This design comes from an exercise in tuning for small area on the open sky130 flow, not from production work.
Where RTL was checked, it was by simulation tests only, not by an equivalence proof against the original.
No activity file was given, so power comes from the tool's default toggle rates.

v32:
==> module pmed_cfg_load, before the edit <==
module pmed_cfg_load (
  input  logic                             rst,
  input  logic                             wr_en,
  input  logic [pmed_pkg::CfgIdxWidth-1:0] wr_index,
  input  logic [pmed_pkg::CfgDataW-1:0]    wr_data,
  output logic [pmed_pkg::CfgDataW-1:0]    data_lo,
  output logic [pmed_pkg::CfgDataW-1:0]    data_hi,
  output logic                             en_calib,
  output logic                             en_pause,
  output logic                             en_sensor
);
  localparam logic [pmed_pkg::CfgDataW-1:0] Ones = pmed_pkg::CALIB_RESET | pmed_pkg::PAUSE_RESET;
  assign data_lo = wr_data & {pmed_pkg::CfgDataW{~rst}};
  assign data_hi = (wr_data | {pmed_pkg::CfgDataW{rst}}) & Ones;
  assign en_calib  = rst | (wr_en & (wr_index == pmed_pkg::REG_CALIB_TIME));
  assign en_pause  = rst | (wr_en & (wr_index == pmed_pkg::REG_PAUSE_TIME));
  assign en_sensor = rst | (wr_en & (wr_index == pmed_pkg::REG_SENSOR_ID));
endmodule
==> module pmed_cfg_regs, before the edit <==
module pmed_cfg_regs (
  input  logic                             clk,
  input  logic                             rst,
  input  logic                             wr_en,
  input  logic [pmed_pkg::CfgIdxWidth-1:0] wr_index,
  input  logic [pmed_pkg::CfgDataW-1:0]    wr_data,
  output pmed_pkg::cfg_t                   cfg
);
  localparam logic [pmed_pkg::CfgDataW-1:0] CalibRst  = pmed_pkg::CALIB_RESET;
  localparam logic [pmed_pkg::CfgDataW-1:0] PauseRst  = pmed_pkg::PAUSE_RESET;
  localparam logic [pmed_pkg::CfgDataW-1:0] SensorRst = pmed_pkg::CfgDataW'(pmed_pkg::SENSOR_RESET);
  pmed_pkg::cfg_t                   regs;
  logic [pmed_pkg::CfgDataW-1:0]    data_lo, data_hi;
  logic [pmed_pkg::CfgDataW-1:0]    load_calib, load_pause, load_sensor;
  logic                             en_calib, en_pause, en_sensor;
  pmed_cfg_load u_load (
    .rst       (rst),
    .wr_en     (wr_en),
    .wr_index  (wr_index),
    .wr_data   (wr_data),
    .data_lo   (data_lo),
    .data_hi   (data_hi),
    .en_calib  (en_calib),
    .en_pause  (en_pause),
    .en_sensor (en_sensor)
  );
  assign load_calib  = (data_hi & CalibRst)  | (data_lo & ~CalibRst);
  assign load_pause  = (data_hi & PauseRst)  | (data_lo & ~PauseRst);
  assign load_sensor = (data_hi & SensorRst) | (data_lo & ~SensorRst);
  always_ff @(posedge clk) begin
    if (en_calib)  regs.calib_time <= load_calib;
    if (en_pause)  regs.pause_time <= load_pause;
    if (en_sensor) regs.sensor_id  <= load_sensor[pmed_pkg::SensorWidth-1:0];
  end
  assign cfg = regs;
endmodule
Settings: LEC_CHECK=0, CAP_MARGIN=20, CORE_MARGIN=2, CORE_UTILIZATION=40, CTS_BUF_LIST=sky130_fd_sc_hd__clkbuf_8, CTS_CLUSTER_DIAMETER=100, CTS_CLUSTER_SIZE=30, GPL_TIMING_DRIVEN=0, SLEW_MARGIN=20, SYNTH_HIERARCHICAL=1, BUFFER_PORTS_ARGS=-buffer_cell sky130_fd_sc_hd__buf_1, CTS_ARGS=-sink_clustering_enable -repair_clock_nets -sink_clustering_size 30 -sink_clustering_max_diameter 100 -buf_list "sky130_fd_sc_hd__clkbuf_4 sky130_fd_sc_hd__clkbuf_8" -dont_use_dummy_load; clock period 7.5 ns.
standard.sh (not shown) runs the stock make flow with config.mk's settings and CLKGATE_MAP_FILE= SYNTH_SCRIPT=/design/flow/synth_recipe.tcl, a recipe that flattens the netlist after the stock synthesis.
==> flow/flow/run.sh <==
#!/bin/bash
set -euo pipefail
cat >> config.mk <<'EOM'
export BUFFER_PORTS_ARGS = -buffer_cell sky130_fd_sc_hd__buf_1
export CTS_ARGS = -sink_clustering_enable -repair_clock_nets -sink_clustering_size 30 -sink_clustering_max_diameter 100 -buf_list "sky130_fd_sc_hd__clkbuf_4 sky130_fd_sc_hd__clkbuf_8" -dont_use_dummy_load
EOM
bash standard.sh > standard_flow.log 2>&1
v32: full flow OK, the timing, DRC and antenna checks passed
Setup changes, v32 to v13
diff --git a/flow/design.v b/flow/design.v
--- a/flow/design.v
+++ b/flow/design.v
@@ -30,5 +30,8 @@
   } result_t;
 endpackage
-module pmed_cfg_load (
+module pmed_cfg_load #(
+  parameter int unsigned HiLsb = 0,
+  parameter int unsigned HiMsb = 0
+) (
   input  logic                             rst,
   input  logic                             wr_en,
@@ -36,12 +39,11 @@
   input  logic [pmed_pkg::CfgDataW-1:0]    wr_data,
   output logic [pmed_pkg::CfgDataW-1:0]    data_lo,
-  output logic [pmed_pkg::CfgDataW-1:0]    data_hi,
+  output logic [HiMsb:HiLsb]               data_hi,
   output logic                             en_calib,
   output logic                             en_pause,
   output logic                             en_sensor
 );
-  localparam logic [pmed_pkg::CfgDataW-1:0] Ones = pmed_pkg::CALIB_RESET | pmed_pkg::PAUSE_RESET;
   assign data_lo = wr_data & {pmed_pkg::CfgDataW{~rst}};
-  assign data_hi = (wr_data | {pmed_pkg::CfgDataW{rst}}) & Ones;
+  assign data_hi = wr_data[HiMsb:HiLsb] | {(HiMsb-HiLsb+1){rst}};
   assign en_calib  = rst | (wr_en & (wr_index == pmed_pkg::REG_CALIB_TIME));
   assign en_pause  = rst | (wr_en & (wr_index == pmed_pkg::REG_PAUSE_TIME));
@@ -59,9 +61,21 @@
   localparam logic [pmed_pkg::CfgDataW-1:0] PauseRst  = pmed_pkg::PAUSE_RESET;
   localparam logic [pmed_pkg::CfgDataW-1:0] SensorRst = pmed_pkg::CfgDataW'(pmed_pkg::SENSOR_RESET);
+  localparam logic [pmed_pkg::CfgDataW-1:0] Ones      = CalibRst | PauseRst | SensorRst;
+  function automatic int unsigned low_one(input logic [pmed_pkg::CfgDataW-1:0] v);
+    low_one = 0;
+    for (int i = pmed_pkg::CfgDataW - 1; i >= 0; i--) if (v[i]) low_one = i;
+  endfunction
+  function automatic int unsigned high_one(input logic [pmed_pkg::CfgDataW-1:0] v);
+    high_one = 0;
+    for (int i = 0; i < pmed_pkg::CfgDataW; i++) if (v[i]) high_one = i;
+  endfunction
+  localparam int unsigned HiLsb = low_one(Ones);
+  localparam int unsigned HiMsb = high_one(Ones);
   pmed_pkg::cfg_t                   regs;
   logic [pmed_pkg::CfgDataW-1:0]    data_lo, data_hi;
+  logic [HiMsb:HiLsb]               data_hi_span;
   logic [pmed_pkg::CfgDataW-1:0]    load_calib, load_pause, load_sensor;
   logic                             en_calib, en_pause, en_sensor;
-  pmed_cfg_load u_load (
+  pmed_cfg_load #(.HiLsb(HiLsb), .HiMsb(HiMsb)) u_load (
     .rst       (rst),
     .wr_en     (wr_en),
@@ -69,9 +83,13 @@
     .wr_data   (wr_data),
     .data_lo   (data_lo),
-    .data_hi   (data_hi),
+    .data_hi   (data_hi_span),
     .en_calib  (en_calib),
     .en_pause  (en_pause),
     .en_sensor (en_sensor)
   );
+  always_comb begin
+    data_hi = '0;
+    data_hi[HiMsb:HiLsb] = data_hi_span;
+  end
   assign load_calib  = (data_hi & CalibRst)  | (data_lo & ~CalibRst);
   assign load_pause  = (data_hi & PauseRst)  | (data_lo & ~PauseRst);
==> comparison <==
- v13 went all the way through synthesis, placement and routing and the layout is clean on timing, DRC and antenna.
- v13 has less setup slack than v32.
- Compared to v32, the routing of v13 uses more wire.
- When the final numbers for v13 and v32 were put side by side, the fraction of final layout cells sized beyond drive strength 1 turned out to be smaller in v32.
- Required time of the worst setup path essentially unchanged between v13 and v32.
- Taking v32 as the reference, in v13 detailed router's first-iteration violation count up 8; final critical-path required period up 0.12 ns.
- Diff v32 -> v13: global-route usage now sits at about the same level; sequential share of layout area now sits lower; total via count in the routed design now sits higher; standard cell area after detailed placement now sits higher.
- Summary of v13 over v32: worst reg2reg path depth now sits at about the same level, sum of net half-perimeters after detailed placement now sits higher.
- Where power is concerned, v32 is better than v13.
No functional check of the RTL was part of v32.

afterwards: timing with drivers on the ports:
In the flow no input, the clock included, has a driving cell. The finished layouts below were timed again as built, in two steps.
Step 1 (the two cells are an assumption about what drives the block):
set clk [get_ports {clk}]
set_driving_cell -lib_cell sky130_fd_sc_hd__clkbuf_16 $clk
set_driving_cell -lib_cell sky130_fd_sc_hd__buf_2 [delete_from_list [all_inputs] $clk]
Step 2, shift: input delay + t, output delay - t, t = (earliest + latest rising clock arrival at the registers) / 2. This alone moves slack from input paths to output paths.
Three values: ideal, step 1, step 2; two values: the first two.
run | t, ns | setup slack, ns | worst setup path after step 2 | latest minus earliest clock arrival (ns)
v32 | 0.471 | 0.324 / 0.337 / -0.134 | input to register | 0.016 / 0.016
v13 | 0.470 | 0.206 / 0.225 / -0.244 | input to register | 0.030 / 0.031
With both steps, setup timing fails in v32 and v13, where it was met with ideal ports. For v32, which loses most, drivers alone change the setup slack by +0.013 ns; drivers and shift together by -0.458 ns.
